Background: an optimization exercise with open tools, aiming at small area and a short achievable clock period. Do not read the settings as production practice.
At most, simulation tests tie the RTL to the original design; equivalence was not proved.
Power is estimated from default activity; no workload was simulated.

Design dsconv_top, start of the top module:
module dsconv_top (
    input  wire        clk,
    input  wire        rst,
    input  wire        start,
    input  wire [47:0] input_pixels,         
    output wire [6:0]  input_pixel_addr,
    output wire [11:0] output_pixel,
    output wire [6:0]  output_pixel_addr,
    output wire [1:0]  output_filter,
    output wire        ready,
    output wire        done
);
    reg  [8:0] icnt;
    reg  [6:0] ia;
    reg        hold;      
    reg        done_r;
    wire       take = start && !hold;
    always @(posedge clk) begin
        if (rst) begin
            icnt <= 9'd1;
            ia   <= 7'd0;
            hold <= 1'b0;
        end else begin
            if (take) begin
                icnt <= icnt + 9'd1;
                ia   <= icnt[6:0];
            end
            if (hold) begin
                if (done_r) hold <= 1'b0;
            end else if (take && icnt == 9'd0) begin
                hold <= 1'b1;
            end
        end
    end
    assign input_pixel_addr = ia;
    reg [47:0]          x0;
    reg [34*48-1:0]      dl;     
    reg                 v1;
    reg [4-1:0]           v1e;
    integer i;
    always @(posedge clk) begin
        x0  <= input_pixels;
        v1  <= take && !rst;
        v1e <= {4{take && !rst}};
        for (i = 0; i < 48; i = i + 1) begin
            if (v1e[i / (48 / 4)]) dl[i] <= x0[i];
        end
        for (i = 48; i < 34*48; i = i + 1) begin
            if (v1e[(i % 48) / (48 / 4)]) dl[i] <= dl[i - 48];
        end
    end
    wire dw0_0 = ~dl[1585] ^ ~dl[1584] ^ ~dl[1536];
    wire dw0_1 = (~dl[1585] & ~dl[1584]) | (~dl[1585] & ~dl[1536]) | (~dl[1584] & ~dl[1536]);
    wire dw0_2 = ~dl[1489] ^ dl[769];
    wire dw0_3 = ~dl[1489] & dl[769];
    wire dw0_4 = ~dl[1586] ^ ~dl[1585] ^ ~dl[1537];
    wire dw0_5 = (~dl[1586] & ~dl[1585]) | (~dl[1586] & ~dl[1537]) | (~dl[1585] & ~dl[1537]);
    wire dw0_6 = ~dl[1490] ^ dl[770] ^ dl[721];
    wire dw0_7 = (~dl[1490] & dl[770]) | (~dl[1490] & dl[721]) | (dl[770] & dl[721]);
  ...
For scale: roughly 3900 cells after synthesis, ~2000 flip-flops.
export LEC_CHECK = 0
export CAP_MARGIN = 20
export CORE_MARGIN = 2
export CORE_UTILIZATION = 65
export CTS_CLUSTER_DIAMETER = 100
export CTS_CLUSTER_SIZE = 30
export SLEW_MARGIN = 20
create_clock -name core_clock -period 11.0 [get_ports {clk}]
standard.sh (not shown) runs the stock make flow with config.mk's settings and CLKGATE_MAP_FILE= SYNTH_SCRIPT=/design/flow/synth_recipe.tcl, a recipe that flattens the netlist after the stock synthesis.
==> flow/flow/run.sh <==
#!/bin/bash
# The standard layout (the standard.sh: standard synthesis and the ORFS
# steps), with two changes to how it optimises, not to what it is given:
#  - repair_timing aims for 8.0 ns of setup slack at the 11 ns clock, so that
#    paths are sped up well below the clock period;
#  - the input and output port buffers are buf_2 cells, not the delay cells
#    buffer_ports would pick.
set -euo pipefail
bash standard.sh SETUP_SLACK_MARGIN=8.0 "BUFFER_PORTS_ARGS=-buffer_cell sky130_fd_sc_hd__buf_2" finish > standard.log 2>&1
Then changed:
==> flow/flow/run.sh (replaced) <==
#!/bin/bash
# The standard layout (the standard.sh: standard synthesis and the ORFS
# steps), with two changes to how it optimises, not to what it is given:
#  - repair_timing aims for 7.4 ns of setup slack at the 11 ns clock, so that
#    paths are sped up well below the clock period;
#  - the input and output port buffers are buf_2 cells, not the delay cells
#    buffer_ports would pick.
set -euo pipefail
bash standard.sh SETUP_SLACK_MARGIN=7.4 "BUFFER_PORTS_ARGS=-buffer_cell sky130_fd_sc_hd__buf_2" finish > standard.log 2>&1
Effect:
- The new run completed with no timing, DRC or antenna violations
- design area fell by 2.6%
- cell count shrinks by 2.1%
- sequential cell count does not change
- setup slack gets worse by 89 ps
- power goes down by 1.9%


Another version of the RTL of dsconv_top (not shown whole).
For scale: about 3700 cells after synthesis, roughly 81 I/O pins, roughly 73000 µm² of cells after synthesis.
==> flow/config.mk <==
export PLATFORM = sky130hd
export DESIGN_NAME = dsconv_top
export DESIGN_NICKNAME = dsconv_top
export VERILOG_FILES = /design/flow/design.v
export SDC_FILE = /design/flow/constraint.sdc
export NUM_CORES = 4
export LEC_CHECK = 0
export CAP_MARGIN = 20
export CORE_MARGIN = 2
export CORE_UTILIZATION = 65
export CTS_CLUSTER_DIAMETER = 100
export CTS_CLUSTER_SIZE = 30
export SLEW_MARGIN = 20
export SYNTH_HIERARCHICAL = 1
export SYNTH_MINIMUM_KEEP_SIZE = 0
==> flow/constraint.sdc <==
create_clock -name core_clock -period 11.0 [get_ports {clk}]
set_input_delay 2.2000 -clock core_clock [delete_from_list [all_inputs] [get_ports {clk}]]
set_output_delay 2.2000 -clock core_clock [all_outputs]
set_load 0.01 [all_outputs]
==> flow/flow/run.sh <==
#!/bin/bash
# The standard layout (the standard.sh: standard synthesis and the ORFS
# steps), with two changes to how it optimises, not to what it is given:
#  - repair_timing aims for 7.6 ns of setup slack at the 11 ns clock, so that
#    paths are sped up well below the clock period;
#  - the input and output port buffers are buf_2 cells, not the delay cells
#    buffer_ports would pick.
set -euo pipefail
bash standard.sh SETUP_SLACK_MARGIN=7.6 "BUFFER_PORTS_ARGS=-buffer_cell sky130_fd_sc_hd__buf_2" finish > standard.log 2>&1
The first run completed with no timing, DRC or antenna violations.
==> next run, changes <==
--- a/flow/flow/run.sh
+++ b/flow/flow/run.sh
@@ -4 +4 @@
-#  - repair_timing aims for 7.6 ns of setup slack at the 11 ns clock, so that
+#  - repair_timing aims for 7.5 ns of setup slack at the 11 ns clock, so that
@@ -9 +9 @@
-bash standard.sh SETUP_SLACK_MARGIN=7.6 "BUFFER_PORTS_ARGS=-buffer_cell sky130_fd_sc_hd__buf_2" finish > standard.log 2>&1
+bash standard.sh SETUP_SLACK_MARGIN=7.5 "BUFFER_PORTS_ARGS=-buffer_cell sky130_fd_sc_hd__buf_2" finish > standard.log 2>&1
The changed run went through all stages and came out clean.
Cell area hardly moves.
Total power hardly moves.
Sequential cell count is unchanged.
Final cell count hardly moves.
Setup slack got worse by 0.029 ns.
Routed wire length came out lower by 0.52%.


the reference run:
Another version of the RTL of dsconv_top (not shown whole).
For scale: ~2000 flip-flops, roughly 81 I/O pins, ~0.073 mm^2 of cells after synthesis.
Settings: LEC_CHECK=0, CAP_MARGIN=20, CORE_MARGIN=2, CORE_UTILIZATION=65, CTS_CLUSTER_DIAMETER=100, CTS_CLUSTER_SIZE=30, SLEW_MARGIN=20, SYNTH_HIERARCHICAL=1, SYNTH_MINIMUM_KEEP_SIZE=0; clock period 11.0 ns.
==> flow/flow/run.sh <==
#!/bin/bash
# The standard layout (the standard.sh: standard synthesis and the ORFS
# steps), with two changes to how it optimises, not to what it is given:
#  - repair_timing aims for 8.0 ns of setup slack at the 11 ns clock, so that
#    paths are sped up well below the clock period;
#  - the input and output port buffers are buf_2 cells, not the delay cells
#    buffer_ports would pick.
set -euo pipefail
bash standard.sh SETUP_SLACK_MARGIN=8.0 "BUFFER_PORTS_ARGS=-buffer_cell sky130_fd_sc_hd__buf_2" finish > standard.log 2>&1
The reference run completed end to end with timing, DRC and antenna clean.
The following lists how the trial run was set up differently from the reference run:
==> flow/flow/run.sh <==
#!/bin/bash
# The standard layout (the standard.sh: standard synthesis and the ORFS
# steps), with two changes to how it optimises, not to what it is given:
#  - repair_timing aims for 7.7 ns of setup slack at the 11 ns clock, so that
#    paths are sped up well below the clock period;
#  - the input and output port buffers are buf_2 cells, not the delay cells
#    buffer_ports would pick.
set -euo pipefail
bash standard.sh SETUP_SLACK_MARGIN=7.7 "BUFFER_PORTS_ARGS=-buffer_cell sky130_fd_sc_hd__buf_2" finish > standard.log 2>&1
Notes after the runs:
- The trial run | status: complete | timing, DRC, antenna: pass
- Compared with the reference run, the trial run shows a area overhead of the layout relative to synthesis that is 1.9 points lower.
- In the trial run the design area turned out 1.8% lower than in the reference run.
- The trial run -> the reference run: area of the die flat
- Total power draw came out lower on the trial run than on the reference run.
- The trial run against the reference run: via count of the first global-routing pass -1.7%, final critical path time including I/O delays and setup did not really move.
- The trial run has share of cell area taken by multi-input logic gates below what the reference run had.
- Smallest setup slack after layout: the reference run vs the trial run, no meaningful difference
- Per the comparison of the trial run with the reference run, worst hold slack now sits at about the same level; part of the total power dissipated in combinational logic decreased by 0.7 points relative to the old numbers; overall via count from detail_route went down by 1.7%.


Another version of the RTL of dsconv_top (not shown whole).
For scale: ~3700 cells after synthesis, about 2000 flip-flops, roughly 81 I/O pins, about 73000 um^2 of cells after synthesis.
// dsconv_top
module dsconv_top (
    input  wire        clk,
    input  wire        rst,
    input  wire        start,
    input  wire [47:0] input_pixels,         
    output wire [6:0]  input_pixel_addr,
    output wire [11:0] output_pixel,
    output wire [6:0]  output_pixel_addr,
    output wire [1:0]  output_filter,
    output wire        ready,
    output wire        done
);
    reg  [8:0] icnt;
    reg  [6:0] ia;
    reg        hold;      
    reg        done_r;
    wire       take = start && !hold;
    always @(posedge clk) begin
        if (rst) begin
            icnt <= 9'd1;
            ia   <= 7'd0;
            hold <= 1'b0;
        end else begin
            if (take) icnt <= icnt + 9'd1;
            ia <= take ? icnt[6:0] : icnt[6:0] - 7'd1;
            if (hold) begin
                if (done_r) hold <= 1'b0;
            end else if (take && icnt == 9'd0) begin
                hold <= 1'b1;
            end
        end
    end
    assign input_pixel_addr = ia;
  ...
clock: 11.0 ns
lec_check: 0
cap_margin: 20
core_margin: 2
core_utilization: 65
cts_buf_list: sky130_fd_sc_hd__clkbuf_8
cts_cluster_diameter: 60
cts_cluster_size: 20
slew_margin: 20
synth_hierarchical: 1
synth_minimum_keep_size: 0
==> flow/flow/run.sh <==
#!/bin/bash
# The standard layout (the standard.sh: standard synthesis and the ORFS
# steps), with two changes to how it optimises, not to what it is given:
#  - repair_timing aims for 7.7 ns of setup slack at the 11 ns clock, so that
#    paths are sped up well below the clock period;
#  - the input and output port buffers are buf_2 cells, not the delay cells
#    buffer_ports would pick.
set -euo pipefail
bash standard.sh SETUP_SLACK_MARGIN=7.7 "BUFFER_PORTS_ARGS=-buffer_cell sky130_fd_sc_hd__buf_2" finish > standard.log 2>&1
Next try:
CORE_UTILIZATION = 58   (was 65)
CTS_BUF_LIST = unset   (was sky130_fd_sc_hd__clkbuf_8)
CTS_CLUSTER_DIAMETER = 100   (was 60)
CTS_CLUSTER_SIZE = 30   (was 20)
Outcome: The changed run finished clean; design area shrinks slightly; routed wire length is about the same; worst hold slack barely changes; core utilization came out lower by 7.8 points; via count falls by a few percent; combinational power fell slightly; global-route usage fell by 2.2 points; maximum frequency climbs by a few percent; sequential share of layout area is higher by 0.40 points; critical path depth stays the same.
Next try:
CORE_UTILIZATION = 65   (was 58)
=> Clock power went down by a few percent; power is about the same; worst setup slack improved by 78 ps.
Next try:
GPL_TIMING_DRIVEN = 0   (was unset)
Cell area rises by 0.80%.
Via count rises by 0.62%.
Sequential share of layout area falls by 0.57 points.


Setup of AL:
dsconv_top, a different RTL version from the one above (not shown whole).
Size in the first run: about 2000 flip-flops, roughly 81 I/O pins.
==> flow/design.v (excerpt) <==
module dsconv_top (
    input  wire        clk,
    input  wire        rst,
    input  wire        start,
    input  wire [47:0] input_pixels,         
    output wire [6:0]  input_pixel_addr,
    output wire [11:0] output_pixel,
    output wire [6:0]  output_pixel_addr,
    output wire [1:0]  output_filter,
    output wire        ready,
    output wire        done
);
export LEC_CHECK = 0
export CAP_MARGIN = 20
export CORE_MARGIN = 2
export CORE_UTILIZATION = 65
export CTS_CLUSTER_DIAMETER = 70
export CTS_CLUSTER_SIZE = 24
export SLEW_MARGIN = 20
create_clock -name core_clock -period 11.0 [get_ports {clk}]
==> flow/flow/run.sh <==
#!/bin/bash
# The standard layout (the standard.sh: standard synthesis and the ORFS
# steps), with two changes to how it optimises, not to what it is given:
#  - repair_timing aims for 7.4 ns of setup slack at the 11 ns clock, so that
#    paths are sped up well below the clock period;
#  - the input and output port buffers are buf_2 cells, not the delay cells
#    buffer_ports would pick.
set -euo pipefail
bash standard.sh SETUP_SLACK_MARGIN=7.4 "BUFFER_PORTS_ARGS=-buffer_cell sky130_fd_sc_hd__buf_2" finish > standard.log 2>&1
--- input diff AL..TR ---
- changing CTS_CLUSTER_DIAMETER from 70 to 100
- changing CTS_CLUSTER_SIZE from 24 to 30
==> flow/run.sh (new file) <==
#!/bin/bash
# synth_recipe.tcl (not shown) runs the flow's synth.tcl, then flattens the netlist and writes it again
# the make line also repeats each setting of config.mk as NAME=value (left out here)
make -C /OpenROAD-flow-scripts/flow DESIGN_CONFIG=/design/flow/config.mk WORK_HOME=/design/flow/orfs CLKGATE_MAP_FILE= SYNTH_SCRIPT=/design/flow/synth_recipe.tcl finish
removed: flow/flow/run.sh
removed: flow/standard.sh
==> results.txt <==
- TR has less setup slack than AL.
- Looking at hold slack across AL and TR, the one that comes out lower is AL.
- TR ends up with lower clock insertion delay at the later pin of the skew report than AL does.
- Diff AL..TR | mapped cell area | unchanged
- TR gives less final core utilization than AL did.
- When TR is set beside AL, its final critical-path share of the clock period turns out to be 5.1 points larger.
- NOTE: worst setup slack after placement in TR exceeds that of AL
Function was not checked in any run of this note: the RTL went through the layout flow alone.


dsconv_top, a different RTL version from the one above (not shown whole).
Size in the first run: about 3600 cells after synthesis, roughly 2000 flip-flops, ~81 I/O pins, roughly 0.072 mm^2 of cells after synthesis.
==> flow/config.mk <==
export PLATFORM = sky130hd
export DESIGN_NAME = dsconv_top
export DESIGN_NICKNAME = dsconv_top
export VERILOG_FILES = /design/flow/design.v
export SDC_FILE = /design/flow/constraint.sdc
export NUM_CORES = 4
export LEC_CHECK = 0
export CAP_MARGIN = 20
export CORE_MARGIN = 2
export CORE_UTILIZATION = 65
export CTS_CLUSTER_DIAMETER = 100
export CTS_CLUSTER_SIZE = 30
export SLEW_MARGIN = 20
export SYNTH_HIERARCHICAL = 1
export SYNTH_MINIMUM_KEEP_SIZE = 0
==> flow/constraint.sdc <==
create_clock -name core_clock -period 11.0 [get_ports {clk}]
set_input_delay 2.2000 -clock core_clock [delete_from_list [all_inputs] [get_ports {clk}]]
set_output_delay 2.2000 -clock core_clock [all_outputs]
set_load 0.01 [all_outputs]
==> flow/flow/run.sh <==
#!/bin/bash
# The standard layout (the standard.sh: standard synthesis and the ORFS
# steps), with two changes to how it optimises, not to what it is given:
#  - repair_timing aims for 7.7 ns of setup slack at the 11 ns clock, so that
#    paths are sped up well below the clock period;
#  - the input and output port buffers are buf_2 cells, not the delay cells
#    buffer_ports would pick.
set -euo pipefail
bash standard.sh SETUP_SLACK_MARGIN=7.7 "BUFFER_PORTS_ARGS=-buffer_cell sky130_fd_sc_hd__buf_2" "CTS_ARGS=-sink_clustering_enable -repair_clock_nets -sink_clustering_size 30 -sink_clustering_max_diameter 100 -apply_ndr half" finish > standard.log 2>&1
The first run passed the timing, DRC and antenna checks.
Next try:
--- a/flow/flow/run.sh
+++ b/flow/flow/run.sh
@@ -7,3 +7,3 @@
 #    buffer_ports would pick.
 set -euo pipefail
-bash standard.sh SETUP_SLACK_MARGIN=7.7 "BUFFER_PORTS_ARGS=-buffer_cell sky130_fd_sc_hd__buf_2" "CTS_ARGS=-sink_clustering_enable -repair_clock_nets -sink_clustering_size 30 -sink_clustering_max_diameter 100 -apply_ndr half" finish > standard.log 2>&1
+bash standard.sh SETUP_SLACK_MARGIN=7.7 "BUFFER_PORTS_ARGS=-buffer_cell sky130_fd_sc_hd__buf_2" finish > standard.log 2>&1
CORE_UTILIZATION = 72   (was 65)
=> Cell count went down by 3.6%; count of clock-buffer cells in the layout rose by 1; cell area falls by 0.43%; combinational power went up by about 3%.
No functional check of the RTL was part of any run of this note.


RTL: one of the versions met above, not the one the previous note started from.
Size in the first run: roughly 4000 cells after synthesis, ~2000 flip-flops.
export LEC_CHECK = 0
export CAP_MARGIN = 20
export CORE_MARGIN = 2
export CORE_UTILIZATION = 65
export SLEW_MARGIN = 20
create_clock -name core_clock -period 11.0 [get_ports {clk}]
==> flow/flow/run.sh <==
#!/bin/bash
# The standard layout (the standard.sh: standard synthesis and the ORFS
# steps), with two changes to how it optimises, not to what it is given:
#  - repair_timing aims for 7.4 ns of setup slack at the 11 ns clock, so that
#    paths are sped up well below the clock period;
#  - the input and output port buffers are buf_2 cells, not the delay cells
#    buffer_ports would pick.
set -euo pipefail
bash standard.sh SETUP_SLACK_MARGIN=7.4 "BUFFER_PORTS_ARGS=-buffer_cell sky130_fd_sc_hd__buf_2" finish > standard.log 2>&1
Then changed:
Settings changed: CTS_CLUSTER_DIAMETER set to 100, CTS_CLUSTER_SIZE set to 30.
- synthesized area is unchanged
- via count fell by 3.4%
- utilization fell by 3.3 points
- clock-buffer cell count fell by 121
- worst setup slack got worse by 0.0047 ns
No functional check of the RTL was part of any run of this note.

[port drivers added, routing unchanged]
The flow's constraints put no driver on any port. The routed layouts listed below were extracted and timed again, unchanged, in two steps. Step 1 (the two cells are an assumption about what drives the block):
set clk [get_ports {clk}]
set_driving_cell -lib_cell sky130_fd_sc_hd__clkbuf_16 $clk
set_driving_cell -lib_cell sky130_fd_sc_hd__buf_2 [delete_from_list [all_inputs] $clk]
Step 2, shift: input delay + t, output delay - t, t = (earliest + latest rising clock arrival at the registers) / 2. This alone moves slack from input paths to output paths. Three values: ideal, step 1, step 2; two values: the first two.
run	t, ns	setup slack, ns	worst setup path at the end	slew at the worst register clock pin (ns)
the first run of note 1	0.734	7.610 / 7.543 / 7.394	input to register	0.12 / 0.12
the second run of note 1	0.734	7.521 / 7.472 / 7.164	input to register	0.11 / 0.11
the first run of note 2	0.743	7.676 / 7.607 / 7.430	input to register	0.12 / 0.12
the second run of note 2	0.742	7.647 / 7.584 / 7.379	input to register	0.12 / 0.12
the reference run	0.746	7.641 / 7.567 / 7.486	input to register	0.12 / 0.12
the trial run	0.746	7.643 / 7.568 / 7.201	input to register	0.12 / 0.12
the first run of note 4	0.883	7.526 / 7.458 / 7.394	input to register	0.12 / 0.12
the second run of note 4	0.752	7.596 / 7.529 / 7.429	input to register	0.12 / 0.12
the third run of note 4	0.744	7.675 / 7.606 / 7.407	input to register	0.12 / 0.12
the fourth run of note 4	0.736	7.680 / 7.605 / 7.403	input to register	0.12 / 0.12
AL	0.768	7.488 / 7.416 / 7.358	input to register	0.10 / 0.10
TR	0.745	6.923 / 6.923 / 6.923	register to register	0.12 / 0.12
the first run of note 6	0.748	7.613 / 7.542 / 7.199	input to register	0.11 / 0.11
the second run of note 6	0.753	7.602 / 7.533 / 7.218	input to register	0.12 / 0.12
the first run of note 7	0.833	7.467 / 7.391 / 7.335	input to register	0.07 / 0.07
the second run of note 7	0.746	7.462 / 7.386 / 7.338	input to register	0.11 / 0.11
After both steps setup and hold are still met in every run listed. For the trial run, which loses most, drivers alone change the setup slack by -0.075 ns; drivers and shift together by -0.442 ns.
